From an optimization exercise on the open Yosys and OpenROAD flow, aimed at small area; shortcuts taken in it are not production practice.
At most, simulation tests tie the RTL to the original design; equivalence was not proved.
Function not checked in runs 2 to 6: the RTL went through the layout flow alone.
Power is estimated from default activity; no workload was simulated.

===== config.mk =====
export PLATFORM = sky130hd
export DESIGN_NAME = avalon_flit_bridge_mc
export DESIGN_NICKNAME = avalon_flit_bridge_mc
export VERILOG_FILES = /design/flow/design.v
export SDC_FILE = /design/flow/constraint.sdc
export NUM_CORES = 4
export LEC_CHECK = 0
export CAP_MARGIN = 20
export CORE_MARGIN = 2
export CORE_UTILIZATION = 40
export SLEW_MARGIN = 20

===== constraint.sdc =====
create_clock -name core_clock -period 5.5 [get_ports {CLK}]
set_input_delay 1.1000 -clock core_clock [delete_from_list [all_inputs] [get_ports {CLK}]]
set_output_delay 1.1000 -clock core_clock [all_outputs]
set_load 0.01 [all_outputs]

===== design.v =====
package avalon_flit_bridge_mc_pkg;
  localparam logic [2:0] REG_STATUS  = 3'd0;
  localparam logic [2:0] REG_TX_DATA = 3'd1;
  localparam logic [2:0] REG_RX_DATA = 3'd2;
  localparam logic [2:0] REG_IRQ_EN  = 3'd3;
  localparam logic [2:0] REG_CH_SEL  = 3'd4;
  localparam logic [2:0] REG_COUNT   = 3'd5;
  localparam logic [2:0] REG_DROPS   = 3'd6;
  localparam logic [2:0] REG_CLEAR   = 3'd7;
  localparam int STAT_RX_NE_LSB = 0;
  localparam int STAT_TX_NF_LSB = 8;
  localparam int STAT_UNDERFLOW = 16;
  localparam int STAT_OVERFLOW  = 17;
  localparam int CLEAR_STICKY_BIT = 0;
  localparam int CLEAR_FLUSH_BIT  = 1;
  localparam logic [15:0] DROPS_MAX = 16'hFFFF;
endpackage
module flit_fifo #(
  parameter int W     = 32,
  parameter int DEPTH = 8
) (
  input  logic                     CLK,
  input  logic                     RST,
  input  logic                     enq,
  input  logic [W-1:0]             enq_data,
  input  logic                     deq,
  input  logic                     flush,
  output logic [W-1:0]             head,
  output logic                     full,
  output logic                     empty,
  output logic [$clog2(DEPTH):0]   count
);
  localparam int AW = $clog2(DEPTH);
  localparam logic [AW:0]   FULL_CNT = (AW+1)'(DEPTH);
  localparam logic [AW:0]   CNT_ONE  = (AW+1)'(1);
  localparam logic [AW-1:0] PTR_ONE  = AW'(1);
  logic [W-1:0]  mem [DEPTH];
  logic [AW-1:0] rd_ptr;
  logic [AW-1:0] wr_ptr;
  logic [AW:0]   cnt;
  logic          do_enq;
  logic          do_deq;
  assign empty = (cnt == '0);
  assign full  = (cnt == FULL_CNT);
  assign count = cnt;
  assign head  = empty ? '0 : mem[rd_ptr];
  assign do_deq = deq && !empty && !flush;
  assign do_enq = enq && (!full || do_deq) && !flush;
  always_ff @(posedge CLK or posedge RST) begin
    if (RST) begin
      rd_ptr <= '0;
      wr_ptr <= '0;
      cnt    <= '0;
    end else if (flush) begin
      rd_ptr <= '0;
      wr_ptr <= '0;
      cnt    <= '0;
    end else begin
      if (do_enq) wr_ptr <= wr_ptr + PTR_ONE;
      if (do_deq) rd_ptr <= rd_ptr + PTR_ONE;
      if (do_enq && !do_deq)      cnt <= cnt + CNT_ONE;
      else if (!do_enq && do_deq) cnt <= cnt - CNT_ONE;
    end
  end
  always_ff @(posedge CLK) begin
    if (do_enq) mem[wr_ptr] <= enq_data;
  end
endmodule
module avalon_flit_bridge_mc #(
  parameter int NUM_CH   = 4,
  parameter int FLIT_W   = 32,
  parameter int TX_DEPTH = 8,
  parameter int RX_DEPTH = 8
) (
  input  logic                       CLK,
  input  logic                       RST,
  input  logic [2:0]                 avs_address,
  input  logic                       avs_read,
  output logic [31:0]                avs_readdata,
  output logic                       avs_readdatavalid,
  input  logic                       avs_write,
  input  logic [31:0]                avs_writedata,
  output logic                       irq,
  output logic [NUM_CH*FLIT_W-1:0]   deq_flit,
  output logic [NUM_CH-1:0]          RDY_deq_flit,
  input  logic [NUM_CH-1:0]          EN_deq_flit,
  input  logic [NUM_CH*FLIT_W-1:0]   enq_flit,
  input  logic [NUM_CH-1:0]          EN_enq_flit,
  output logic [NUM_CH-1:0]          RDY_enq_flit
);
  localparam int TXC = $clog2(TX_DEPTH) + 1;
  localparam int RXC = $clog2(RX_DEPTH) + 1;
  logic [NUM_CH-1:0] tx_full, tx_empty, rx_full, rx_empty;
  logic [NUM_CH-1:0] tx_enq, rx_deq, flush, sel_mask;
  logic [TXC-1:0]    tx_count [NUM_CH];
  logic [RXC-1:0]    rx_count [NUM_CH];
  logic [FLIT_W-1:0] rx_head  [NUM_CH];
  logic [2:0]        ch_sel;
  logic [NUM_CH-1:0] irq_en;
  logic [15:0]       drops;
  logic              underflow, overflow;
  logic              rd_acc, wr_acc, tx_push_req, rx_pop_req, tx_drop;
  logic [FLIT_W-1:0] sel_rx_head;
  logic              sel_rx_empty, sel_tx_full, sel_core_deq;
  logic [TXC-1:0]    sel_tx_count;
  logic [RXC-1:0]    sel_rx_count;
  logic [31:0]       rd_mux;
  for (genvar i = 0; i < NUM_CH; i++) begin : g_ch
    flit_fifo #(.W(FLIT_W), .DEPTH(TX_DEPTH)) u_tx (
      .CLK      (CLK),
      .RST      (RST),
      .enq      (tx_enq[i]),
      .enq_data (avs_writedata[FLIT_W-1:0]),
      .deq      (EN_deq_flit[i]),
      .flush    (flush[i]),
      .head     (deq_flit[i*FLIT_W +: FLIT_W]),
      .full     (tx_full[i]),
      .empty    (tx_empty[i]),
      .count    (tx_count[i])
    );
    flit_fifo #(.W(FLIT_W), .DEPTH(RX_DEPTH)) u_rx (
      .CLK      (CLK),
      .RST      (RST),
      .enq      (EN_enq_flit[i]),
      .enq_data (enq_flit[i*FLIT_W +: FLIT_W]),
      .deq      (rx_deq[i]),
      .flush    (flush[i]),
      .head     (rx_head[i]),
      .full     (rx_full[i]),
      .empty    (rx_empty[i]),
      .count    (rx_count[i])
    );
  end
  assign RDY_deq_flit = ~tx_empty;
  assign RDY_enq_flit = ~rx_full;
  assign rd_acc = avs_read;
  assign wr_acc = avs_write && !avs_read;
  always_comb begin
    sel_mask     = '0;
    sel_rx_head  = '0;
    sel_rx_empty = 1'b1;
    sel_tx_full  = 1'b0;
    sel_core_deq = 1'b0;
    sel_tx_count = '0;
    sel_rx_count = '0;
    for (int i = 0; i < NUM_CH; i++) begin
      if (ch_sel == 3'(i)) begin
        sel_mask[i]  = 1'b1;
        sel_rx_head  = rx_head[i];
        sel_rx_empty = rx_empty[i];
        sel_tx_full  = tx_full[i];
        sel_core_deq = EN_deq_flit[i];
        sel_tx_count = tx_count[i];
        sel_rx_count = rx_count[i];
      end
    end
  end
  assign tx_push_req = wr_acc && (avs_address == avalon_flit_bridge_mc_pkg::REG_TX_DATA);
  assign rx_pop_req  = rd_acc && (avs_address == avalon_flit_bridge_mc_pkg::REG_RX_DATA);
  assign tx_enq      = tx_push_req ? sel_mask : '0;
  assign rx_deq      = rx_pop_req  ? sel_mask : '0;
  assign flush       = (wr_acc && (avs_address == avalon_flit_bridge_mc_pkg::REG_CLEAR) && avs_writedata[avalon_flit_bridge_mc_pkg::CLEAR_FLUSH_BIT])
                       ? sel_mask : '0;
  assign tx_drop     = tx_push_req && sel_tx_full && !sel_core_deq;
  always_comb begin
    rd_mux = '0;
    case (avs_address)
      avalon_flit_bridge_mc_pkg::REG_STATUS: begin
        rd_mux[avalon_flit_bridge_mc_pkg::STAT_RX_NE_LSB +: NUM_CH] = ~rx_empty;
        rd_mux[avalon_flit_bridge_mc_pkg::STAT_TX_NF_LSB +: NUM_CH] = ~tx_full;
        rd_mux[avalon_flit_bridge_mc_pkg::STAT_UNDERFLOW]           = underflow;
        rd_mux[avalon_flit_bridge_mc_pkg::STAT_OVERFLOW]            = overflow;
      end
      avalon_flit_bridge_mc_pkg::REG_RX_DATA: rd_mux[FLIT_W-1:0] = sel_rx_head;
      avalon_flit_bridge_mc_pkg::REG_IRQ_EN:  rd_mux[NUM_CH-1:0] = irq_en;
      avalon_flit_bridge_mc_pkg::REG_CH_SEL:  rd_mux[2:0]        = ch_sel;
      avalon_flit_bridge_mc_pkg::REG_COUNT: begin
        rd_mux[7:0]  = 8'(sel_rx_count);
        rd_mux[15:8] = 8'(sel_tx_count);
      end
      avalon_flit_bridge_mc_pkg::REG_DROPS:   rd_mux[15:0]       = drops;
      default:     rd_mux             = '0;
    endcase
  end
  always_ff @(posedge CLK or posedge RST) begin
    if (RST) begin
      ch_sel    <= '0;
      irq_en    <= '0;
      drops     <= '0;
      underflow <= 1'b0;
      overflow  <= 1'b0;
      irq       <= 1'b0;
    end else begin
      if (wr_acc) begin
        case (avs_address)
          avalon_flit_bridge_mc_pkg::REG_IRQ_EN: irq_en <= avs_writedata[NUM_CH-1:0];
          avalon_flit_bridge_mc_pkg::REG_CH_SEL: if (avs_writedata < 32'(NUM_CH)) ch_sel <= avs_writedata[2:0];
          avalon_flit_bridge_mc_pkg::REG_DROPS:  drops <= '0;
          avalon_flit_bridge_mc_pkg::REG_CLEAR: begin
            if (avs_writedata[avalon_flit_bridge_mc_pkg::CLEAR_STICKY_BIT]) begin
              underflow <= 1'b0;
              overflow  <= 1'b0;
            end
          end
          default: ;
        endcase
      end
      if (tx_drop) begin
        overflow <= 1'b1;
        if (drops != avalon_flit_bridge_mc_pkg::DROPS_MAX) drops <= drops + 16'd1;
      end
      if (rx_pop_req && sel_rx_empty) underflow <= 1'b1;
      irq <= |(~rx_empty & irq_en);
    end
  end
  always_ff @(posedge CLK or posedge RST) begin
    if (RST) begin
      avs_readdata      <= '0;
      avs_readdatavalid <= 1'b0;
    end else begin
      avs_readdatavalid <= rd_acc;
      if (rd_acc) avs_readdata <= rd_mux;
    end
  end
endmodule

===== run.sh =====
#!/bin/bash
# synth_recipe.tcl (not shown) runs the flow's synth.tcl, then flattens the netlist and writes it again
# the make line also repeats each setting of config.mk as NAME=value (left out here)
make -C /OpenROAD-flow-scripts/flow DESIGN_CONFIG=/design/flow/config.mk WORK_HOME=/design/flow/orfs CLKGATE_MAP_FILE= SYNTH_SCRIPT=/design/flow/synth_recipe.tcl finish

==> results of run 1 <==
==> final timing paths <==
check	end	cells after the start	slack, ns	start
min in group asynchronous	avs_readdatavalid	2	0.69	RST
min	underflow	2	0.50	underflow
max	deq_flit[115]	5	0.74	g_ch[3].u_tx.rd_ptr[0]
min reg2reg	underflow	2	0.50	underflow
max in group asynchronous	g_ch[1].u_tx.rd_ptr[0]	3	3.59	RST
max reg2reg	g_ch[2].u_tx.mem[4][2]	6	1.52	ch_sel[1]
==> through the flow <==
step / instances / util, %
finish: 7848 / 47.41
global placement: 7429 / 43.95
detailed placement: 7429 / 43.95
global route: 7844 / 47.40
floorplan: 4296 / -
CTS: 7842 / 47.40
==> logic make-up after synthesis <==
family	count (synthesis)
flops	2187
mux	738
simple gates	649
compound gates	374
buf+inv	275
fa+ha+maj	41
xor+xnor	32
==> routing by layer <==
layer | wire length [µm] | track usage [%]
met4 | 6620 | 6.276
met3 | 13820 | 4.148
met2 | 105400 | 32.24
met1 | 87700 | 25.82
met5 | 301 | 0
==> state kept, by name, indices dropped and copies added, names as in the netlist, 16 cells and up <==
| signal | cells |
|---|---|
| avs_readdata | 32 |
| drops | 16 |
| g_ch.u_rx.cnt | 16 |
| g_ch.u_rx.mem | 1024 |
| g_ch.u_tx.cnt | 16 |
| g_ch.u_tx.mem | 1024 |
==> layout by cell type, fill, tap and decap left out, drive strengths merged, types with 11 or more instances in the layout <==
cell type,netlist,routed
mux2i,269,269
o22ai,18,18
clkinv,1,107
inv,50,59
nor3,49,49
buf,70,175
xor2,21,21
nand3,95,95
dfrtp,139,139
mux2,13,13
bufinv,0,27
mux4,456,456
nor4,20,20
nor2,236,236
clkdlybuf4s50,0,344
and3,15,15
nand4,38,38
a22o,40,40
o21ai,36,36
a21oi,45,45
nor2b,12,12
edfxtp,2048,2048
a21o,23,23
a22oi,126,126
and2,11,11
o221ai,20,20
or3,21,21
nand2b,23,23
nand2,88,88
clkbuf,154,260
clkinvlp,0,11
ha,33,33
==> cell type report <==
type | instances | share of cell area (%)
flip-flops and latches | 2187 | 64.10
multi-input cells | 1834 | 20.09
clock buffers | 260 | 5.624
repair buffers | 519 | 4.838
well taps | 2838 | 3.500
clock inverters | 153 | 1.640
inverters | 51 | 0.1936
diodes | 6 | 0.01480
==> power breakdown <==
part           switching [µW]  total (µW)  internal [µW]
clock                    6370       15100           8720
combinational            5500       10700           5220
sequential               1290       20900          19700
==> worst register-to-register path: cells and delay by family (launching register included) <==
kind	cells	cell delay, ns
compound gates	1	0.53
simple gates	4	1.93
flops	1	0.92
buf+inv	1	0.26
==> impl_metrics.csv, run 1 <==
group,metric,value,unit
synth,synth_xor_area_share,0.3583,%
critical_path,crit_arrival,3.66,ns
synth,synth_flop_cell,"edfxtp_1",
drt,drt-initial-drc-count,4045,
final_layout,stdcell_area,101400,µm²
critical_path,cp_top_family,"flip-flops",
sta,fmax,210.0,MHz
critical_path,crit_type,"reg -> out",
clock_network,cts_inserted_buffers,219,
floorplanning,initial_core_util,40.14,%
pwr,p_total,46750,µW
synth,yosysUniqueCellTypes,72,
synth,synthMuxAreaShare,15.26,%
final_layout,fillers,17790,
sta,min_period,4.762,ns
sta,rsz0062_at_grt,"false",
global_routing,antenna_found_initial,49,
drt,drt-vias-per-instance,5.541,
final_layout,layout.nets,5028,
global_routing,grt_overflow,0,
final_layout,seq_area,65020,µm²
placement,port_buffers,344,
clock_network,ctsResizeCount,0,
sta,hold_violations,0,
drt,ant_nets,0,
clock_network,cts_tree,"done",
synth,synth-seq-cells,2187,
sta,worst_hold_slack,0.4974,ns
synth,synth-seq-area-share,75.65,%
synth,async_flop_share,6.356,%
run_status,outcome,"finished clean",
synth,synth_simple_gate_area_share,3.681,%
critical_path,required,4.40,ns
critical_path,cp-start-kind,"flop",
sta,drv_slew,0,
global_routing,grt_pass1_wl,310.6,mm
critical_path,critical_path.max_stage_delay,0.95,ns
critical_path,path_max_fanout,37,
synth,syn-num-nets,4512,
sta,min_period_over_period,86.58,%
floorplanning,die_y,467.4,µm
sta,fin_skew,0.04531,ns
flow_run,maxCapViolations,0,
synth,synth-edff-count,2048,
synth,synth_fa_ha_area_share,0.6671,%
pwr,ir_drop,341.6,µV
synth,syn_inst,4296,
synth,yosysMostFrequentCell,"edfxtp_1",
synth,synth-compound-area-share,3.161,%
drt,wl_per_cell,27.25,µm
sta,setup_ws,0.7381,ns
pwr,power_density,460.9,nW/µm²
clock_network,cts_buffer_depth,3,
synth,synth_top_family_by_area,"multiplexers",
global_routing,grt_max_degree,67,
drt,post-route-drc-count,0,
placement,dpl-instance-area,94050,µm²
final_layout,layout-drive-gt1-share,21.76,%
synth,synth_largest_area_cell,"edfxtp_1",
clock_network,hold_buffers,0,
synth,yosysWarnings,5,
floorplanning,die-area,218500,µm²
drt,dr.pass1.iters,5,
sta,slew-limit-headroom,24.52,%
floorplanning,rows,170,
critical_path,cpMaxStageDelayCell,"dfrtp_4",
sta,tns,0,ns
placement,gp_congestion,0.8556,
synth,synthTopCellsByCount,"edfxtp_1 (2048), mux4_2 (456), mux2i_1 (269)",
clock_network,cts_root_buf,"clkbuf_16",
synth,synth.top_cell.area_share,71.60,%
clock_network,clock_sinks,2187,
floorplanning,die_w,467.4,µm
synth,syn-cell-area,85900,µm²
final_layout,area_growth,18.10,%
clock_network,htree_num_levels,4,
floorplanning,coreArea,214000,µm²
pwr,power.leakage,0.03253,µW
placement,dp_slack,0.5400,ns
floorplanning,ios,345,
global_routing,gr-usage-all-layers,19.51,%
clock_network,cts_setup_buffers,0,
hold_path,hold_path_class,"reg -> reg",
final_layout,multi_input_area,20380,µm²
drt,vias,43490,
clock_network,insertion_delay,0.87,ns
critical_path,critical_path.endpoint_type,"output pin",
critical_path,worst-path-buf-inv,2,
sta,worst_pin_slew,1.117,ns
synth,yosys-top-cells-area,"edfxtp_1 (72%), mux4_2 (12%), dfrtp_1 (4.0%)",
clock_network,cts.clk_slew.worst_paths,0.07,ns
global_routing,grt_pass1_vias,44180,
critical_path,crit_chain,"buf_12, mux4_2, mux2i_1, nor2_1, clkdlybuf4s50_1",
synth,syn_area_per_cell,19.99,µm²
placement,dp_hpwl,137.5,mm
sta,setup_viol,0,
drt,routed_wl,213.8,mm
==> run 2, diff against run 1 <==
--- a/design.v
+++ b/design.v
@@ -27,3 +27,4 @@
   input  logic                     flush,
-  output logic [W-1:0]             head,
+  output logic [DEPTH*W-1:0]       mem_flat,
+  output logic [DEPTH-1:0]         rd_oh,
   output logic                     full,
@@ -33,5 +34,2 @@
   localparam int AW = $clog2(DEPTH);
-  localparam logic [AW:0]   FULL_CNT = (AW+1)'(DEPTH);
-  localparam logic [AW:0]   CNT_ONE  = (AW+1)'(1);
-  localparam logic [AW-1:0] PTR_ONE  = AW'(1);
   logic [W-1:0]  mem [DEPTH];
@@ -43,7 +41,12 @@
   assign empty = (cnt == '0);
-  assign full  = (cnt == FULL_CNT);
+  assign full  = cnt[AW];
   assign count = cnt;
-  assign head  = empty ? '0 : mem[rd_ptr];
   assign do_deq = deq && !empty && !flush;
   assign do_enq = enq && (!full || do_deq) && !flush;
+  always_comb begin
+    for (int k = 0; k < DEPTH; k++) begin
+      rd_oh[k] = (rd_ptr == AW'(k));
+      mem_flat[k*W +: W] = mem[k];
+    end
+  end
   always_ff @(posedge CLK or posedge RST) begin
@@ -58,6 +61,6 @@
     end else begin
-      if (do_enq) wr_ptr <= wr_ptr + PTR_ONE;
-      if (do_deq) rd_ptr <= rd_ptr + PTR_ONE;
-      if (do_enq && !do_deq)      cnt <= cnt + CNT_ONE;
-      else if (!do_enq && do_deq) cnt <= cnt - CNT_ONE;
+      if (do_enq) wr_ptr <= wr_ptr + AW'(1);
+      if (do_deq) rd_ptr <= rd_ptr + AW'(1);
+      if (do_enq && !do_deq)      cnt <= cnt + (AW+1)'(1);
+      else if (!do_enq && do_deq) cnt <= cnt - (AW+1)'(1);
     end
@@ -65,3 +68,4 @@
   always_ff @(posedge CLK) begin
-    if (do_enq) mem[wr_ptr] <= enq_data;
+    for (int k = 0; k < DEPTH; k++)
+      if (do_enq && wr_ptr == AW'(k)) mem[k] <= enq_data;
   end
@@ -96,3 +100,6 @@
   logic [RXC-1:0]    rx_count [NUM_CH];
-  logic [FLIT_W-1:0] rx_head  [NUM_CH];
+  logic [TX_DEPTH*FLIT_W-1:0] tx_mem [NUM_CH];
+  logic [RX_DEPTH*FLIT_W-1:0] rx_mem [NUM_CH];
+  logic [TX_DEPTH-1:0] tx_rd_oh [NUM_CH];
+  logic [RX_DEPTH-1:0] rx_rd_oh [NUM_CH];
   logic [2:0]        ch_sel;
@@ -101,4 +108,3 @@
   logic              underflow, overflow;
-  logic              rd_acc, wr_acc, tx_push_req, rx_pop_req, tx_drop;
-  logic [FLIT_W-1:0] sel_rx_head;
+  logic              rd_acc, wr_acc, tx_push_req, rx_pop_req, tx_drop, rd_rx;
   logic              sel_rx_empty, sel_tx_full, sel_core_deq;
@@ -106,3 +112,3 @@
   logic [RXC-1:0]    sel_rx_count;
-  logic [31:0]       rd_mux;
+  logic [31:0]       rd_mux, rx_rd;
   for (genvar i = 0; i < NUM_CH; i++) begin : g_ch
@@ -115,3 +121,4 @@
       .flush    (flush[i]),
-      .head     (deq_flit[i*FLIT_W +: FLIT_W]),
+      .mem_flat (tx_mem[i]),
+      .rd_oh    (tx_rd_oh[i]),
       .full     (tx_full[i]),
@@ -127,3 +134,4 @@
       .flush    (flush[i]),
-      .head     (rx_head[i]),
+      .mem_flat (rx_mem[i]),
+      .rd_oh    (rx_rd_oh[i]),
       .full     (rx_full[i]),
@@ -132,2 +140,7 @@
     );
+    always_comb begin
+      deq_flit[i*FLIT_W +: FLIT_W] = '0;
+      for (int k = 0; k < TX_DEPTH; k++)
+        deq_flit[i*FLIT_W +: FLIT_W] |= tx_mem[i][k*FLIT_W +: FLIT_W] & {FLIT_W{tx_rd_oh[i][k]}};
+    end
   end
@@ -139,3 +152,2 @@
     sel_mask     = '0;
-    sel_rx_head  = '0;
     sel_rx_empty = 1'b1;
@@ -148,3 +160,2 @@
         sel_mask[i]  = 1'b1;
-        sel_rx_head  = rx_head[i];
         sel_rx_empty = rx_empty[i];
@@ -164,4 +175,12 @@
   assign tx_drop     = tx_push_req && sel_tx_full && !sel_core_deq;
-  always_comb begin
-    rd_mux = '0;
+  assign rd_rx = (avs_address == avalon_flit_bridge_mc_pkg::REG_RX_DATA);
+  always_comb begin
+    rx_rd = '0;
+    for (int i = 0; i < NUM_CH; i++)
+      for (int k = 0; k < RX_DEPTH; k++)
+        rx_rd |= rx_mem[i][k*FLIT_W +: FLIT_W]
+                 & {FLIT_W{rd_rx && sel_mask[i] && !rx_empty[i] && rx_rd_oh[i][k]}};
+  end
+  always_comb begin
+    rd_mux = rx_rd;
     case (avs_address)
@@ -173,3 +192,2 @@
       end
-      avalon_flit_bridge_mc_pkg::REG_RX_DATA: rd_mux[FLIT_W-1:0] = sel_rx_head;
       avalon_flit_bridge_mc_pkg::REG_IRQ_EN:  rd_mux[NUM_CH-1:0] = irq_en;
@@ -181,3 +199,3 @@
       avalon_flit_bridge_mc_pkg::REG_DROPS:   rd_mux[15:0]       = drops;
-      default:     rd_mux             = '0;
+      default: ;
     endcase
@@ -216,10 +234,6 @@
   always_ff @(posedge CLK or posedge RST) begin
-    if (RST) begin
-      avs_readdata      <= '0;
-      avs_readdatavalid <= 1'b0;
-    end else begin
-      avs_readdatavalid <= rd_acc;
-      if (rd_acc) avs_readdata <= rd_mux;
-    end
-  end
+    if (RST) avs_readdatavalid <= 1'b0;
+    else     avs_readdatavalid <= rd_acc;
+  end
+  always_ff @(posedge CLK) avs_readdata <= rd_mux;
 endmodule
==> run 2 against run 1 <==
  * Largest power group unchanged
  * Largest cell class unchanged
  * Register-to-register slack worse by 0.30 ns
  * Clock skew decreased by 0.016 ns
  * Critical endpoint is now deq_flit[108]
  * Sequential power is about 10% lower
  * Sequential share of layout area is 2.1 points higher
  * Fmax down 1.0%
  * Final cell count rose by 2.4%
  * Final area fell by 3.4%
  * Power fell by 9.6%
  * Via count rose by 16%
  * Hold slack improved by 0.0033 ns
==> impl_metrics.csv, run 2 <==
group,metric,value,unit
critical_path,cp-start-kind,"flop",
hold_path,hold_path_class,"reg -> reg",
critical_path,crit-reg2reg-launch,"ch_sel[0]",
drt,drt-vias-per-instance,6.254,
placement,dp_hpwl,166.7,mm
synth,async_flop_share,4.893,%
synth,synth-compound-area-share,10.77,%
synth,synth.top_cell.area_share,74.07,%
run_status,outcome,"finished clean",
critical_path,path_max_fanout,39,
sta,hold_violations,0,
final_layout,layout-drive-gt1-share,15.58,%
synth,synth-seq-area-share,78.06,%
drt,drt-initial-drc-count,8428,
synth,synth-edff-count,2048,
critical_path,required,4.40,ns
pwr,ir_drop,327.9,µV
synth,synth_top_family_by_area,"compound AO/OA/AOI/OAI gates",
sta,min_period,4.811,ns
drt,dr.pass1.iters,13,
pwr,comb_power_share,21.4,%
floorplanning,rows,167,
pwr,clkPwrFrac,34.1,%
synth,yosysUniqueCellTypes,84,
final_layout,final_common_cell,"edfxtp_1",
placement,gp_congestion,0.8872,
sta,drv_slew,0,
synth,synthTopCellsByCount,"edfxtp_1 (2048), a222oi_1 (264), a22oi_1 (244)",
hold_path,hold_depth,2,
critical_path,reg2reg_slack,1.22,ns
critical_path,crit_type,"reg -> out",
clock_network,cts_tree,"done",
synth,synthMuxAreaShare,3.071,%
synth,syn_inst,4594,
synth,synth_flop_cell,"edfxtp_1",
final_layout,stdcell_area,97980,µm²
global_routing,grt_max_degree,69,
global_routing,antenna_found_initial,19,
clock_network,insertion_delay,0.85,ns
global_routing,grt_overflow,0,
clock_network,cts_setup_buffers,0,
final_layout,layout.nets,5441,
clock_network,cts_root_buf,"clkbuf_16",
critical_path,cpMaxStageDelayCell,"ha_2",
flow_run,maxCapViolations,0,
synth,yosys-top-cells-area,"edfxtp_1 (74%), dfrtp_1 (3.2%), a222oi_1 (3.2%)",
final_layout,most-common-layout-cells,"edfxtp_1 (2048), clkdlybuf4s50_1 (340), a222oi_1 (264)",
sta,slew-limit-headroom,16.64,%
critical_path,worst-path-buf-inv,3,
final_layout,seq_area,64820,µm²
floorplanning,ios,345,
critical_path,crit_chain,"inv_1, ha_2, buf_4, a222oi_1, mux2i_1, a221o_1, clkdlybuf4s50_1",
synth,synth_fa_ha_area_share,1.896,%
pwr,power_density,431.4,nW/µm²
hold_path,min_to,"underflow",
final_layout,multi_input_area,17100,µm²
placement,dpl-instance-area,91130,µm²
clock_network,cts.clk_slew.worst_paths,0.06,ns
synth,yosysWarnings,9,
clock_network,cts_buffer_depth,3,
clock_network,cts_inserted_buffers,212,
critical_path,crit_arrival,3.71,ns
sta,rsz0062_at_grt,"false",
synth,syn-cell-area,83030,µm²
pwr,power.leakage,0.03236,µW
floorplanning,coreArea,206700,µm²
critical_path,critical_path.max_stage_delay,0.82,ns
critical_path,r2r-end,"g_ch[2].u_rx.mem[6][25]",
floorplanning,die_w,459.6,µm
pwr,p_sw_share,27.70,%
global_routing,grt_pass1_wl,376.4,mm
critical_path,cp_top_family,"buffers and inverters",
pwr,seq_power_share,44.5,%
drt,post-route-drc-count,0,
global_routing,gr-usage-all-layers,25.18,%
clock_network,hold_buffers,0,
sta,fin_skew,0.02943,ns
placement,port_buffers,344,
global_routing,grt_pass1_vias,48140,
final_layout,reg_top3,"g_ch.u_rx.mem x1024, g_ch.u_tx.mem x1024, avs_readdata x32",
sta,tns,0,ns
drt,ant_nets,0,
synth,yosysMostFrequentCell,"edfxtp_1",
final_layout,area_growth,18.01,%
synth,synth_largest_area_cell,"edfxtp_1",
sta,worst_pin_slew,1.241,ns
sta,fmax,207.9,MHz
sta,min_period_over_period,87.47,%
drt,vias,50270,
clock_network,ctsResizeCount,0,
floorplanning,die_y,459.6,µm
pwr,power.switching,11710,µW
synth,synth-seq-cells,2187,
drt,routed_wl,272.0,mm
clock_network,htree_num_levels,4,
sta,setup_viol,0,
floorplanning,die-area,211200,µm²
final_layout,fillers,17270,
critical_path,reg2regPathDepth,7,
hold_path,hold_start,"underflow",
synth,syn_area_per_cell,18.07,µm²
clock_network,clock_sinks,2187,
drt,wl_per_cell,33.85,µm
critical_path,critical_path.endpoint_type,"output pin",
synth,syn-num-nets,4890,
floorplanning,initial_core_util,40.18,%
synth,synth_xor_area_share,0.3255,%
synth,synth_simple_gate_area_share,4.209,%
pwr,intPower,30560,µW
-- run 2: cell count changes after synthesis, moves of 103 or more --
cell / before / now
mux2i_1: 269 / 113
a222oi_1: 0 / 264
a22oi_1: 126 / 244
mux4_2: 456 / 5
nor2_1: 236 / 95
mux2_2: 13 / 116
-- run 2: worst min-delay path, delay by kind of cell, from the launching register on --
| kind | cells | cell delay (ns) |
|---|---|---|
| DFF | 1 | 0.36 |
| and+or+nand+nor | 1 | 0.05 |
| AOI/OAI and AO/OA | 1 | 0.05 |
-- run 2: final cells by class --
cell class              count  area share (%)
flip-flops and latches   2187           66.16
multi-input cells        2079           17.46
clock buffers             283           5.926
repair buffers            605           5.711
well taps                2704           3.453
clock inverters           114           1.053
inverters                  60          0.2324
diodes                      5         0.01277
-- run 2: logic make-up (layout without fill, tap and decap cells) --
kind of cell | after synthesis | after routing
muxes | 234 | 234
other | 0 | 5
adders and majority gates | 121 | 121
and+or+nand+nor | 619 | 619
DFF | 2187 | 2187
buffers and inverters | 328 | 1062
xor gates and xnor gates | 30 | 30
AOI/OAI and AO/OA | 1075 | 1075
-- run 2: per-layer routing --
layer / part of all wire, % / GRT usage [%]
met1: 38 / 34.03
met2: 46 / 39.18
met3: 12 / 6.240
met4: 4.4 / 9.813
met5: 0.041 / 0
-- run 2: per-stage QoR --
step / setup WS, ns / utilization (%) / instances / total power (µW) / hold slack (ns)
after floorplan: 1.458 / - / 4594 / 23670 / 0.4309
after global placement: 0.5538 / 44.09 / 7634 / 28160 / 0.4742
after detailed placement: 0.4951 / 44.10 / 7635 / 28200 / 0.4620
after CTS: 0.6001 / 47.41 / 8032 / 42440 / 0.4905
after global routing: 0.4583 / 47.41 / 8036 / 43640 / 0.5209
final: 0.6893 / 47.41 / 8037 / 42270 / 0.5008
-- run 2: worst max-delay path by stage --
stage                                   end  slack (ns)  cells after the start                    from
floorplan            g_ch[3].u_rx.mem[4][0]        1.46                      8          avs_address[2]
global placement     g_ch[1].u_rx.mem[3][6]        0.55                      7          avs_address[0]
finish                        deq_flit[108]        0.69                      7  g_ch[3].u_tx.rd_ptr[0]
global route                   deq_flit[15]        0.46                      7  g_ch[0].u_tx.rd_ptr[1]
CTS                            deq_flit[15]        0.60                      7  g_ch[0].u_tx.rd_ptr[1]
detailed placement  g_ch[1].u_rx.mem[3][26]        0.50                      7          avs_address[0]
-- run 2: power by group through the flow --
stage / sequential (µW) / combinational [µW] / clock (µW)
floorplan: 19000 / 4630 / 0
global placement: 19200 / 8990 / 0
detailed placement: 19200 / 9030 / 0
CTS: 18800 / 9070 / 14500
global route: 18900 / 9570 / 15200
finish: 18800 / 9020 / 14400
==> run 3, diff against run 2 <==
--- a/design.v
+++ b/design.v
@@ -35,3 +35,3 @@
   logic [W-1:0]  mem [DEPTH];
-  logic [AW-1:0] rd_ptr;
+  logic [AW-1:0] rd_ptr;    
   logic [AW-1:0] wr_ptr;
@@ -40,5 +40,6 @@
   logic          do_deq;
-  assign empty = (cnt == '0);
-  assign full  = cnt[AW];
-  assign count = cnt;
+  assign empty  = (cnt == '0);
+  assign full   = cnt[AW];
+  assign count  = cnt;
+  assign wr_ptr = rd_ptr + cnt[AW-1:0];
   assign do_deq = deq && !empty && !flush;
@@ -53,12 +54,6 @@
     if (RST) begin
-      rd_ptr <= '0;
-      wr_ptr <= '0;
       cnt    <= '0;
     end else if (flush) begin
-      rd_ptr <= '0;
-      wr_ptr <= '0;
       cnt    <= '0;
     end else begin
-      if (do_enq) wr_ptr <= wr_ptr + AW'(1);
-      if (do_deq) rd_ptr <= rd_ptr + AW'(1);
       if (do_enq && !do_deq)      cnt <= cnt + (AW+1)'(1);
@@ -66,2 +61,5 @@
     end
+  end
+  always_ff @(posedge CLK) begin
+    if (do_deq) rd_ptr <= rd_ptr + AW'(1);
   end
--- a/config.mk
+++ b/config.mk
@@ -10,2 +10,3 @@
 export CORE_UTILIZATION = 40
+export CTS_BUF_LIST = sky130_fd_sc_hd__clkbuf_8
 export SLEW_MARGIN = 20
==> run 3 against run 2 <==
  * Fmax is 4.5% lower
  * Critical path depth stayed put
  * Synthesized area is 1.8% lower
  * Final area is 1.6% lower
  * First-iteration DRC count is 13% lower
  * Clock skew is 0.026 ns higher
  * Setup slack worse by 0.23 ns
  * Register-to-register slack worse by 0.08 ns
  * Non-clock buffer count is 21 lower
  * Hold slack worse by 0.21 ns
  * Critical path type unchanged
  * Largest cell class unchanged
  * Die area is 1.8% lower
==> impl_metrics.csv, run 3 <==
group,metric,value,unit
synth,synthTopCellsByCount,"edfxtp_1 (2072), a22oi_1 (291), a222oi_1 (226)",
floorplanning,die-area,207500,µm²
placement,dp_hpwl,160.7,mm
flow_run,maxCapViolations,0,
sta,min_period_over_period,91.60,%
clock_network,ctsResizeCount,0,
floorplanning,ios,345,
sta,fin_skew,0.05559,ns
sta,tns,0,ns
drt,drt-vias-per-instance,6.099,
final_layout,layout.nets,5518,
global_routing,gr-usage-all-layers,25.55,%
sta,hold_violations,0,
drt,post-route-drc-count,0,
sta,setup_ws,0.4619,ns
critical_path,required,4.40,ns
synth,syn-cell-area,81570,µm²
drt,ant_nets,0,
clock_network,cts_tree,"done",
synth,synth_flop_cell,"edfxtp_1",
critical_path,critical_path.endpoint_type,"output pin",
clock_network,htree_num_levels,5,
final_layout,final_common_cell,"edfxtp_1",
global_routing,grt_max_degree,65,
global_routing,antenna_found_initial,40,
clock_network,cts_inserted_buffers,353,
final_layout,postLayoutCoreUtil,47.61,%
sta,setup_viol,0,
sta,worst_pin_slew,1.101,ns
global_routing,grt_pass1_vias,49250,
sta,min_period,5.038,ns
critical_path,worst-path-buf-inv,3,
synth,yosysUniqueCellTypes,78,
critical_path,critical_path.max_stage_delay,0.83,ns
sta,rsz0062_at_grt,"false",
clock_network,cts_root_buf,"clkbuf_8",
global_routing,grt_pass1_wl,377.5,mm
placement,dp_slack,0.5561,ns
synth,synth_largest_area_cell,"edfxtp_1",
floorplanning,die_y,455.6,µm
drt,routed_wl,272.1,mm
floorplanning,die_w,455.6,µm
clock_network,insertion_delay,1.05,ns
pwr,ir_drop,249.1,µV
critical_path,crit_arrival,3.94,ns
pwr,power_density,382.6,nW/µm²
global_routing,grt_overflow,0,
final_layout,reg_top3,"g_ch.u_rx.mem x1024, g_ch.u_tx.mem x1024, avs_readdata x32",
drt,dr.pass1.iters,7,
floorplanning,rows,165,
synth,synth.top_cell.area_share,76.28,%
synth,yosys-top-cells-area,"edfxtp_1 (76%), a222oi_1 (2.8%), a22oi_1 (2.7%)",
drt,drt-initial-drc-count,7318,
critical_path,crit_chain,"inv_1, ha_2, buf_4, a222oi_1, mux2i_1, a221o_1, clkdlybuf4s50_1",
synth,yosysWarnings,9,
final_layout,most-common-layout-cells,"edfxtp_1 (2072), clkbuf_8 (373), clkdlybuf4s50_1 (329)",
synth,synth-seq-area-share,78.88,%
synth,async_flop_share,2.728,%
final_layout,layout-drive-gt1-share,16.03,%
sta,drv_slew,0,
drt,vias,50020,
sta,fmax,198.5,MHz
synth,syn_area_per_cell,17.84,µm²
synth,synth-seq-cells,2163,
clock_network,cts.clk_slew.worst_paths,0.06,ns
run_status,outcome,"finished clean",
clock_network,cts_buffer_depth,4,
floorplanning,coreArea,202500,µm²
synth,synth-edff-count,2072,
clock_network,clock_sinks,2163,
hold_path,hold_path_class,"in -> async",
sta,slew-limit-headroom,26.61,%
clock_network,hold_buffers,0,
placement,gp_congestion,0.8729,
critical_path,crit_type,"reg -> out",
final_layout,stdcell_area,96430,µm²
final_layout,area_growth,18.22,%
synth,yosysMostFrequentCell,"edfxtp_1",
critical_path,cp-start-kind,"flop",
critical_path,cp_top_family,"buffers and inverters",
pwr,power.leakage,0.03140,µW
sta,worst_hold_slack,0.2875,ns
placement,port_buffers,344,
critical_path,cpMaxStageDelayCell,"ha_2",
clock_network,cts_setup_buffers,0,
synth,syn_inst,4572,
floorplanning,initial_core_util,40.27,%
synth,syn-num-nets,4836,
drt,wl_per_cell,33.17,µm
critical_path,path_max_fanout,39,
placement,dpl-instance-area,90110,µm²
run 3: changes by cell type in the layout (fill, tap and decap cells not counted), moves of 47 or more:
| cell | delta |
|---|---|
| clkbuf_1 | -52 |
| clkbuf_16 | -216 |
| clkbuf_8 | +358 |
| a22oi_1 | +47 |
| and3_2 | -48 |
| dfrtp_1 | -47 |
| inv_1 | +127 |
run 3: per-stage QoR:
step | total power [µW] | instances
2_1_floorplan | 21540 | 4572
3_3_place_gp | 24490 | 7571
3_5_place_dp | 24540 | 7571
4_1_cts | 37160 | 8180
5_1_grt | 38210 | 8194
6_report | 36900 | 8202
run 3: cells by family after synthesis:
logic type | Yosys count | share of synthesized area (%)
AO/OA/AOI/OAI | 1092 | 10.76
XOR/XNOR | 40 | 0.4295
adder cells (fa/ha/maj) | 89 | 1.512
buffers and inverters | 309 | 1.519
flip-flops | 2163 | 78.88
multiplexers | 177 | 2.359
AND/OR/NAND/NOR | 702 | 4.547
run 3: final timing paths:
check / slack, ns / end / from / cells after the start
max: 0.46 / deq_flit[85] / g_ch[2].u_tx.rd_ptr[0] / 7
min: 0.29 / irq / RST / 2
max reg2reg: 1.14 / g_ch[2].u_tx.mem[3][10] / ch_sel[1] / 6
min reg2reg: 0.45 / avs_readdata[4] / g_ch[3].u_rx.mem[4][4] / 2
max in group asynchronous: 4.20 / g_ch[1].u_tx.cnt[1] / RST / 3
min in group core_clock: 0.45 / avs_readdata[4] / g_ch[3].u_rx.mem[4][4] / 2
run 3: metal layers:
layer | vias to the layer above | track usage [%] | share of wire, %
met5 | - | 0.1378 | 0.051
met4 | 16 | 12.17 | 5.1
met3 | 698 | 6.112 | 11
met2 | 3272 | 41.27 | 47
met1 | 25470 | 32.50 | 37
li1 | 20570 | - | -
run 3: layout make-up:
class	count	area [µm²]
diodes	22	55.05
clock buffers	373	5134
clock inverters	236	1129
fillers	17080	106100
inverters	52	195.2
multi-input cells	2100	16550
flip-flops and latches	2163	64340
well taps	2672	3343
repair buffers	584	5683
run 3: power by group:
part	total [µW]	leakage [µW]	internal (µW)	switching (µW)
sequential	18600	0.0196	18300	290
clock	12800	0.00370	6510	6250
combinational	5520	0.00808	2250	3260
total	36900	0.0314	27100	9810
==> run 4, diff against run 3 <==
==> flow/run.sh (new file) <==
#!/bin/bash
# Standard ORFS layout with smaller port buffers and no CTS dummy loads.
set -euo pipefail
export BUFFER_PORTS_ARGS="-buffer_cell sky130_fd_sc_hd__buf_1"
export CTS_ARGS="-sink_clustering_enable -repair_clock_nets -dont_use_dummy_load -buf_list sky130_fd_sc_hd__clkbuf_8"
bash standard.sh > standard.log 2>&1
==> standard.sh (new file) <==
#!/bin/bash
# synth_recipe.tcl (not shown) runs the flow's synth.tcl, then flattens the netlist and writes it again
# the make line also repeats each setting of config.mk as NAME=value (left out here)
make -C /OpenROAD-flow-scripts/flow DESIGN_CONFIG=/design/flow/config.mk WORK_HOME=/design/flow/orfs CLKGATE_MAP_FILE= SYNTH_SCRIPT=/design/flow/synth_recipe.tcl "${@:-finish}"
--- a/config.mk
+++ b/config.mk
@@ -10,3 +10,2 @@
 export CORE_UTILIZATION = 40
-export CTS_BUF_LIST = sky130_fd_sc_hd__clkbuf_8
 export SLEW_MARGIN = 20
removed: run.sh
==> run 4 against run 3 <==
  * Critical endpoint is now deq_flit[63]
  * Hold slack got worse by 0.069 ns
  * Synthesized cell count unchanged
  * Wire length down 0.88%
  * Sequential share of layout area up 2.8 points
  * Synthesized area unchanged
  * Clock power fell by 11%
  * Final area down 4.0%
==> impl_metrics.csv, run 4 <==
group,metric,value,unit
run_status,outcome,"finished clean",
clock_network,cts_inserted_buffers,360,
pwr,power.switching,9226,µW
floorplanning,die_y,455.6,µm
final_layout,reg_top3,"g_ch.u_rx.mem x1024, g_ch.u_tx.mem x1024, avs_readdata x32",
final_layout,most-common-layout-cells,"edfxtp_1 (2072), clkbuf_8 (360), buf_1 (310)",
synth,syn_area_per_cell,17.84,µm²
placement,port_buffers,344,
sta,fmax,201.5,MHz
pwr,seq_power_share,53.4,%
critical_path,reg2regPathDepth,7,
final_layout,layout-drive-gt1-share,15.62,%
synth,syn-cell-area,81570,µm²
critical_path,cpMaxStageDelayCell,"edfxtp_1",
clock_network,cts_buffer_depth,4,
sta,hold_violations,0,
synth,synth-seq-area-share,78.88,%
critical_path,cp_top_family,"buffers and inverters",
placement,dp_slack,0.8007,ns
floorplanning,die_w,455.6,µm
synth,synth-seq-cells,2163,
floorplanning,initial_core_util,40.27,%
sta,tns,0,ns
clock_network,hold_buffers,0,
drt,post-route-drc-count,0,
pwr,p_sw_share,26.43,%
synth,yosysUniqueCellTypes,78,
synth,syn-num-nets,4836,
global_routing,gr-usage-all-layers,25.40,%
global_routing,grt_overflow,0,
global_routing,antenna_found_initial,39,
critical_path,critical_path.max_stage_delay,0.80,ns
critical_path,critical_path.endpoint_type,"output pin",
critical_path,path_max_fanout,32,
clock_network,cts_setup_buffers,0,
global_routing,grt_pass1_wl,374.1,mm
global_routing,grt_pass1_vias,48310,
synth,synth_flop_cell,"edfxtp_1",
global_routing,grt_max_degree,65,
placement,dp_hpwl,160.6,mm
synth,yosysMostFrequentCell,"edfxtp_1",
critical_path,cp_common_cell,"buf_4",
floorplanning,ios,345,
floorplanning,rows,165,
drt,ant_nets,0,
drt,wl_per_cell,34.07,µm
critical_path,crit_chain,"inv_1, buf_4, ha_1, buf_4, a222oi_1, o21ai_0, buf_4, buf_4",
placement,dpl-instance-area,87520,µm²
clock_network,clock_sinks,2163,
pwr,power_density,377.3,nW/µm²
synth,yosysWarnings,9,
clock_network,insertion_delay,1.05,ns
clock_network,ctsResizeCount,0,
synth,syn_inst,4572,
synth,yosys-top-cells-area,"edfxtp_1 (76%), a222oi_1 (2.8%), a22oi_1 (2.7%)",
pwr,clkPwrFrac,32.8,%
pwr,comb_power_share,13.8,%
sta,fin_skew,0.08105,ns
final_layout,area_growth,13.44,%
drt,vias,49650,
synth,async_flop_share,2.728,%
synth,synth.top_cell.area_share,76.28,%
critical_path,cp-start-kind,"flop",
synth,synth_largest_area_cell,"edfxtp_1",
pwr,ir_drop,278.7,µV
critical_path,cp.depth,8,
clock_network,cts_tree,"done",
sta,setup_ws,0.5361,ns
flow_run,maxCapViolations,0,
pwr,power.leakage,0.02926,µW
critical_path,worst-path-buf-inv,5,
final_layout,final_common_cell,"edfxtp_1",
clock_network,htree_num_levels,5,
floorplanning,die-area,207500,µm²
sta,drv_slew,0,
placement,gp_congestion,0.8675,
final_layout,layout.nets,5498,
clock_network,cts_root_buf,"clkbuf_8",
critical_path,reg2reg_slack,1.56,ns
final_layout,stdcell_area,92530,µm²
drt,drt-vias-per-instance,6.273,
floorplanning,coreArea,202500,µm²
critical_path,crit_type,"reg -> out",
pwr,p_total,34910,µW
hold_path,hold_path_class,"in -> async",
drt,routed_wl,269.7,mm
pwr,intPower,25690,µW
sta,min_period_over_period,90.25,%
sta,min_period,4.964,ns
sta,setup_viol,0,
sta,worst_pin_slew,1.218,ns
sta,rsz0062_at_grt,"false",
drt,drt-initial-drc-count,7498,
critical_path,crit_arrival,3.86,ns
sta,slew-limit-headroom,18.82,%
drt,dr.pass1.iters,9,
critical_path,required,4.40,ns
synth,synthTopCellsByCount,"edfxtp_1 (2072), a22oi_1 (291), a222oi_1 (226)",
clock_network,cts.clk_slew.worst_paths,0.06,ns
synth,synth-edff-count,2072,
-- run 4: cell counts after synthesis --
Identical to the previous run, type by type.
-- run 4: metrics by stage --
stage	std cells	hold slack (ns)	utilization (%)
2_1_floorplan	4572	0.4460	-
3_3_place_gp	7540	0.4669	43.20
3_5_place_dp	7543	0.4719	43.21
4_1_cts	7903	0.1957	45.66
5_1_grt	7910	0.2514	45.68
6_report	7915	0.2189	45.69
-- run 4: power by group through the flow --
stage	registers, µW	logic, µW	clock network, µW
floorplan	18900	2680	0
global placement	19000	4860	0
detailed placement	19000	4910	0
CTS	18600	4930	11600
global route	18700	5200	12200
finish	18600	4830	11400
-- run 4: cell families (layout without fill, tap and decap cells) --
family	after synthesis	after routing	synth area share, %
other	0	11	0
flip-flops	2163	2163	78.88
adder cells (fa/ha/maj)	89	89	1.512
multiplexers	177	177	2.359
buffers and inverters	309	969	1.519
AO/OA/AOI/OAI	1092	1092	10.76
XOR/XNOR	40	40	0.4295
AND/OR/NAND/NOR	702	702	4.547
-- run 4: path summary, 6_finish.rpt --
kind / startpoint / to
worst max-delay path: g_ch[1].u_tx.rd_ptr[2] / deq_flit[63]
worst min-delay path: RST / avs_readdatavalid
worst max register to register: ch_sel[1] / g_ch[3].u_rx.mem[3][10]
worst min register to register: g_ch[0].u_rx.mem[4][3] / avs_readdata[3]
max in group asynchronous: RST / g_ch[2].u_rx.cnt[0]
min in group core_clock: EN_enq_flit[0] / g_ch[0].u_rx.cnt[3]
-- run 4: worst reg2reg max path, delay by kind of cell (launching register included) --
| kind | cells | cell delay, ns |
|---|---|---|
| AOI/OAI and AO/OA | 1 | 0.33 |
| buffers and inverters | 2 | 0.72 |
| DFF | 1 | 0.47 |
| and+or+nand+nor | 4 | 2.08 |
-- run 4: area by class of cell --
class	count	area [µm²]
timing repair buffer	557	3090
clock buffer	360	4955
multi-input combinational	2100	16580
antenna	11	27.53
tap	2672	3343
fill	17370	110000
sequential	2163	64340
inverter	52	195.2
-- run 4: routing by layer --
metal	wire length, µm	GRT usage [%]	vias to the layer above
met3	28430	6.016	670
met5	184	0	-
met4	12720	11.10	30
met2	128700	41.13	3174
met1	99700	32.66	25530
li1	-	-	20250
==> run 5, diff against run 4 <==
==> flow/run.sh (replaced) <==
#!/bin/bash
# Standard ORFS layout with smaller port buffers, larger CTS sink clusters and no CTS dummy loads.
set -euo pipefail
export BUFFER_PORTS_ARGS="-buffer_cell sky130_fd_sc_hd__buf_1"
export CTS_ARGS="-sink_clustering_enable -repair_clock_nets -dont_use_dummy_load -sink_clustering_size 30 -sink_clustering_max_diameter 60 -buf_list sky130_fd_sc_hd__clkbuf_16"
bash standard.sh > standard.log 2>&1
==> run 5 against run 4 <==
  * Critical path type unchanged
  * Flip-flop and latch count unchanged
  * Fmax rose by 5.6%
  * Utilization shrank 0.79 points
  * Sequential share of layout area up 1.2 points
  * Final area decreased by 1.7%
  * Hold slack improved by 0.27 ns
  * Setup slack improved by 0.26 ns
  * Die area unchanged
  * Count of clock-buffer cells in the layout is 226 lower
==> impl_metrics.csv, run 5 <==
group,metric,value,unit
critical_path,crit-reg2reg-launch,"ch_sel[2]",
final_layout,reg_top3,"g_ch.u_rx.mem x1024, g_ch.u_tx.mem x1024, avs_readdata x32",
sta,setup_viol,0,
hold_path,min_to,"avs_readdata[4]",
clock_network,insertion_delay,0.82,ns
critical_path,crit_type,"reg -> out",
global_routing,antenna_found_initial,36,
global_routing,gr-usage-all-layers,25.03,%
clock_network,ctsResizeCount,0,
placement,dp_hpwl,160.6,mm
sta,min_period,4.700,ns
global_routing,grt_overflow,0,
sta,drv_slew,0,
final_layout,postLayoutCoreUtil,44.89,%
final_layout,fin_cells,7687,
synth,syn-num-nets,4836,
synth,synth_flop_cell,"edfxtp_1",
drt,ant_nets,0,
flow_run,maxCapViolations,0,
clock_network,cts_tree,"done",
synth,syn_inst,4572,
critical_path,startpoint,"g_ch[1].u_tx.rd_ptr[2]",
floorplanning,coreArea,202500,µm²
floorplanning,die_y,455.6,µm
sta,slew-limit-headroom,18.19,%
critical_path,required,4.40,ns
critical_path,path_max_fanout,32,
placement,dp_cells,7543,
synth,yosys-top-cells-area,"edfxtp_1 (76%), a222oi_1 (2.8%), a22oi_1 (2.7%)",
clock_network,cts_setup_buffers,0,
synth,synth_largest_area_cell,"edfxtp_1",
sta,tns,0,ns
final_layout,area_growth,11.47,%
clock_network,cts_root_buf,"clkbuf_16",
synth,synth.top_cell.area_share,76.28,%
floorplanning,ios,345,
drt,wl_per_cell,34.59,µm
synth,synth-seq-cells,2163,
critical_path,crit_arrival,3.60,ns
drt,post-route-drc-count,0,
synth,yosysUniqueCellTypes,78,
synth,yosysMostFrequentCell,"edfxtp_1",
final_layout,layout.nets,5272,
sta,min_period_over_period,85.46,%
global_routing,grt_pass1_wl,367.7,mm
hold_path,hold_start,"g_ch[3].u_rx.mem[4][4]",
synth,synthTopCellsByCount,"edfxtp_1 (2072), a22oi_1 (291), a222oi_1 (226)",
floorplanning,rows,165,
sta,fin_skew,0.06484,ns
drt,drt-vias-per-instance,6.302,
placement,dp_slack,0.8007,ns
final_layout,most-common-layout-cells,"edfxtp_1 (2072), buf_1 (310), a22oi_1 (291)",
floorplanning,die_w,455.6,µm
synth,async_flop_share,2.728,%
placement,port_buffers,344,
pwr,power.leakage,0.02832,µW
drt,vias,48440,
global_routing,grt_pass1_vias,46600,
pwr,ir_drop,322.5,µV
sta,rsz0062_at_grt,"false",
floorplanning,die-area,207500,µm²
final_layout,final_common_cell,"edfxtp_1",
drt,drt-initial-drc-count,8054,
sta,worst_pin_slew,1.227,ns
hold_path,hold_depth,2,
critical_path,cp-start-kind,"flop",
synth,syn_area_per_cell,17.84,µm²
clock_network,cts.clk_slew.worst_paths,0.07,ns
drt,dr.pass1.iters,9,
critical_path,critical_path.endpoint_type,"output pin",
critical_path,reg2regPathDepth,6,
final_layout,layout-drive-gt1-share,11.81,%
synth,synth-edff-count,2072,
synth,synth-seq-area-share,78.88,%
global_routing,grt_max_degree,65,
critical_path,r2r-end,"g_ch[2].u_tx.mem[5][13]",
sta,hold_violations,0,
synth,syn-cell-area,81570,µm²
clock_network,htree_num_levels,4,
sta,setup_ws,0.7996,ns
synth,yosysWarnings,9,
sta,fmax,212.7,MHz
clock_network,hold_buffers,0,
clock_network,cts_inserted_buffers,134,
hold_path,hold_path_class,"reg -> reg",
placement,gp_congestion,0.8675,
floorplanning,initial_core_util,40.27,%
pwr,power_density,360.6,nW/µm²
critical_path,reg2reg_slack,1.59,ns
drt,routed_wl,265.9,mm
run_status,outcome,"finished clean",
clock_network,clock_sinks,2163,
clock_network,cts_buffer_depth,3,
run 5: cell counts after synthesis:
Identical to the previous run, type by type.
run 5: report_power, final:
group / switching (µW) / leakage (µW) / internal, µW
registers: 306 / 0.0196 / 18300
logic: 3230 / 0.00705 / 1590
clock network: 5040 / 0.00165 / 4320
total: 8570 / 0.0283 / 24200
run 5: cell families after synthesis:
logic type	synth area share, %
flip-flops	78.88
AO/OA/AOI/OAI	10.76
AND/OR/NAND/NOR	4.547
buffers and inverters	1.519
multiplexers	2.359
adder cells (fa/ha/maj)	1.512
XOR/XNOR	0.4295
run 5: worst max-delay path, stage by stage, from the launching register on:
cell	delay [ns]
edfxtp_1	0.79
inv_1	0.08
buf_4	0.31
ha_1	0.26
buf_4	0.25
a222oi_1	0.43
o21ai_0	0.29
buf_4	0.25
buf_4	0.15
run 5: cell type report:
type                    count  area [µm²]
flip-flops and latches   2163       64340
multi-input cells        2100       16580
diodes                      9       22.52
well taps                2672        3343
inverters                  52       195.2
repair buffers            557        3090
clock buffers             134        3353
fillers                 17460      111600
run 5: worst max path at each step:
stage | end | slack, ns
after floorplan | g_ch[2].u_rx.mem[4][0] | 0.04
after global placement | g_ch[2].u_tx.mem[5][13] | 0.88
after CTS | deq_flit[36] | 0.68
final | deq_flit[63] | 0.80
after detailed placement | g_ch[3].u_tx.cnt[3] | 0.80
after global routing | deq_flit[63] | 0.59
run 5: metrics by stage:
step / instance area (µm²) / hold slack, ns / power (µW)
finish: 90920 / 0.4932 / 32790
global route: 90900 / 0.5076 / 33820
CTS: 90870 / 0.4952 / 33000
detailed placement: 87520 / 0.4719 / 23880
global placement: 87490 / 0.4669 / 23830
floorplan: 81570 / 0.4460 / 21540
run 5: metal layers:
layer  share of wire [%]  track usage, %  vias up  wire (µm)
met3                  10           5.226      568      27580
met2                  48           41.28     3043     127600
met1                  37           32.56    24990      98600
li1                    -               -    19820          -
met4                 4.5           9.564       28      11900
met5               0.061               0        -        162
==> run 6, diff against run 5 <==
==> flow/run.sh (replaced) <==
#!/bin/bash
# Standard ORFS layout with smaller port buffers, larger CTS sink clusters and no CTS dummy loads.
set -euo pipefail
export BUFFER_PORTS_ARGS="-buffer_cell sky130_fd_sc_hd__buf_1"
export CTS_ARGS="-sink_clustering_enable -repair_clock_nets -dont_use_dummy_load -sink_clustering_size 16 -sink_clustering_max_diameter 60 -buf_list sky130_fd_sc_hd__clkbuf_8"
bash standard.sh > standard.log 2>&1
==> run 6 against run 5 <==
  * Still clean on timing, DRC and antenna
  * Fmax down 3.1%
  * Global-route usage increased by 0.099 points
  * Sequential power hardly changed
  * Final area fell by 1.1%
  * Die area unchanged
  * Register-to-register slack barely moved
  * Via count up 0.10%
  * Non-clock buffer count unchanged
  * Critical endpoint unchanged
  * Highest routed layer unchanged
==> impl_metrics.csv, run 6 <==
group,metric,value,unit
floorplanning,rows,165,
synth,yosysWarnings,9,
final_layout,reg_top3,"g_ch.u_rx.mem x1024, g_ch.u_tx.mem x1024, avs_readdata x32",
critical_path,path_max_fanout,32,
sta,fmax,206.2,MHz
clock_network,cts_tree,"done",
drt,wl_per_cell,34.46,µm
hold_path,hold_path_class,"in -> async",
critical_path,cp_top_family,"buffers and inverters",
clock_network,clock_sinks,2163,
sta,fin_skew,0.1014,ns
drt,drt-initial-drc-count,7742,
critical_path,critical_path.max_stage_delay,0.80,ns
placement,dp_hpwl,160.6,mm
global_routing,grt-busiest-layer,"met2",
critical_path,worst-path-buf-inv,5,
placement,dp_slack,0.8007,ns
sta,drv_slew,0,
clock_network,cts_setup_buffers,0,
floorplanning,die_y,455.6,µm
run_status,outcome,"finished clean",
synth,yosysUniqueCellTypes,78,
drt,dr.pass1.iters,9,
global_routing,grt_overflow,0,
clock_network,cts_inserted_buffers,169,
global_routing,antenna_found_initial,42,
sta,rsz0062_at_grt,"false",
sta,slew-limit-headroom,20.42,%
critical_path,required,4.40,ns
clock_network,htree_num_levels,4,
critical_path,critical_path.endpoint_type,"output pin",
placement,port_buffers,344,
placement,gp_congestion,0.8675,
floorplanning,initial_core_util,40.27,%
synth,yosysMostFrequentCell,"edfxtp_1",
global_routing,grtUsageMet1,32.59,%
drt,ant_nets,0,
pwr,power.leakage,0.02789,µW
synth,synth-seq-area-share,78.88,%
clock_network,cts.clk_slew.worst_paths,0.09,ns
sta,setup_ws,0.6503,ns
synth,synthTopCellsByCount,"edfxtp_1 (2072), a22oi_1 (291), a222oi_1 (226)",
drt,routed_wl,266.4,mm
floorplanning,die-area,207500,µm²
critical_path,r2r-end,"g_ch[2].u_tx.mem[5][1]",
pwr,p_total,31120,µW
critical_path,crit_chain,"inv_1, buf_4, ha_1, buf_4, a222oi_1, o21ai_0, buf_4, buf_4",
global_routing,grt_util_met2,40.86,%
final_layout,final_common_cell,"edfxtp_1",
synth,syn_area_per_cell,17.84,µm²
floorplanning,coreArea,202500,µm²
critical_path,cp_common_cell,"buf_4",
synth,synth_largest_area_cell,"edfxtp_1",
global_routing,grt_pass1_vias,47010,
critical_path,reg2regPathDepth,6,
critical_path,crit_arrival,3.75,ns
flow_run,maxCapViolations,0,
clock_network,insertion_delay,1.00,ns
global_routing,grt_max_degree,65,
synth,synth_flop_cell,"edfxtp_1",
pwr,ir_drop,255.4,µV
synth,syn-num-nets,4836,
critical_path,cpMaxStageDelayCell,"edfxtp_1",
clock_network,cts_buffer_depth,3,
global_routing,gr-usage-all-layers,25.13,%
final_layout,layout-drive-gt1-share,12.42,%
floorplanning,die_w,455.6,µm
drt,post-route-drc-count,0,
drt,drt-vias-per-instance,6.272,
global_routing,grt_pass1_wl,369.5,mm
clock_network,hold_buffers,0,
synth,synth-seq-cells,2163,
pwr,power_density,346.1,nW/µm²
sta,worst_pin_slew,1.194,ns
synth,syn-cell-area,81570,µm²
clock_network,cts_root_buf,"clkbuf_8",
final_layout,layout.nets,5307,
synth,syn_inst,4572,
sta,worst_hold_slack,0.3202,ns
critical_path,crit_type,"reg -> out",
sta,setup_viol,0,
synth,async_flop_share,2.728,%
clock_network,ctsResizeCount,0,
critical_path,crit-reg2reg-launch,"ch_sel[2]",
final_layout,most-common-layout-cells,"edfxtp_1 (2072), buf_1 (310), a22oi_1 (291)",
global_routing,met3_usage,5.549,%
critical_path,reg2reg_slack,1.59,ns
sta,hold_violations,0,
sta,min_period_over_period,88.18,%
synth,yosys-top-cells-area,"edfxtp_1 (76%), a222oi_1 (2.8%), a22oi_1 (2.7%)",
final_layout,area_growth,10.23,%
floorplanning,ios,345,
drt,vias,48490,
final_layout,postLayoutCoreUtil,44.40,%
synth,synth.top_cell.area_share,76.28,%
critical_path,cp-start-kind,"flop",
synth,synth-edff-count,2072,
sta,tns,0,ns
sta,min_period,4.850,ns
==> run 6: cell count changes in the layout (fill, tap and decap cells not counted) <==
| cell | before | now |
|---|---|---|
| clkbuf_8 | 0 | 169 |
| clkbuf_16 | 134 | 0 |
| diode_2 | 9 | 18 |
==> run 6: per-stage QoR <==
step                cell area (µm²)  cells
floorplan                     81570   4572
global placement              87490   7540
detailed placement            87520   7543
CTS                           89840   7712
global route                  89890   7722
finish                        89920   7731
==> run 6: worst max path at each step <==
stage / from / end / depth (start not counted)
2_1_floorplan: avs_address[0] / g_ch[2].u_rx.mem[4][0] / 8
3_3_place_gp: avs_address[0] / g_ch[2].u_tx.mem[5][13] / 6
3_5_place_dp: avs_address[0] / g_ch[3].u_tx.cnt[3] / 12
4_1_cts: g_ch[1].u_tx.rd_ptr[2] / deq_flit[36] / 7
5_1_grt: g_ch[1].u_tx.rd_ptr[2] / deq_flit[63] / 8
6_report: g_ch[1].u_tx.rd_ptr[2] / deq_flit[63] / 8
==> run 6: cell type report <==
class | instances | area (µm²)
diodes | 18 | 45.04
clock buffers | 169 | 2326
fillers | 17580 | 112600
inverters | 52 | 195.2
multi-input cells | 2100 | 16580
flip-flops and latches | 2163 | 64340
well taps | 2672 | 3343
repair buffers | 557 | 3090
==> run 6: metal layers <==
metal | share of wire (%) | up-vias
li1 | - | 19860
met3 | 10 | 599
met5 | 0.080 | -
met2 | 48 | 2976
met4 | 4.7 | 34
met1 | 37 | 25030
==> run 6: cell families after synthesis <==
| kind of cell | after synthesis | share of synthesized area (%) |
|---|---|---|
| multiplexers | 177 | 2.359 |
| AO/OA/AOI/OAI | 1092 | 10.76 |
| adder cells (fa/ha/maj) | 89 | 1.512 |
| XOR/XNOR | 40 | 0.4295 |
| AND/OR/NAND/NOR | 702 | 4.547 |
| buffers and inverters | 309 | 1.519 |
| flip-flops | 2163 | 78.88 |
==> run 6: worst register-to-register path: cells and delay by family, from the launching register on <==
family,cells,cell delay (ns)
compound gates,1,0.60
simple gates,4,2.08
buf+inv,1,0.25
flops,1,0.60
==> run 6: report_power, final <==
| group | internal, µW | switching, µW |
|---|---|---|
| registers | 18300 | 305 |
| logic | 1590 | 3230 |
| clock network | 2740 | 4950 |

[afterwards: timing with drivers on the ports]
In the flow no input, the clock included, has a driving cell. The finished layouts below were timed again as built, in two steps. Step 1, drivers: a clkbuf_16 drives CLK and a buf_2 each remaining input, both assumed. Step 2 times the ports against the registers' clock, not the clock port: input delays grow and output delays shrink by t, the midpoint of the rising clock arrivals with the driver on. Slacks: ideal / step 1 / step 2; pairs: ideal / step 1.
run	shift t [ns]	setup slack, ns	worst setup path after step 2	worst slew at a driven data input, ns
run 1	0.942	0.738 / 0.639 / 0.568	input to register	0.22
run 2	0.914	0.689 / 0.607 / 0.422	input to register	0.18
run 3	1.123	0.462 / 0.373 / 0.502	input to register	0.18
run 4	1.097	0.536 / 0.456 / 0.743	input to register	0.19
run 5	0.859	0.800 / 0.714 / 0.777	input to register	0.19
run 6	1.023	0.650 / 0.560 / 0.764	input to register	0.17
After both steps setup and hold are still met in every run listed. For run 2, which loses most, drivers alone change the setup slack by -0.082 ns; drivers and shift together by -0.267 ns.
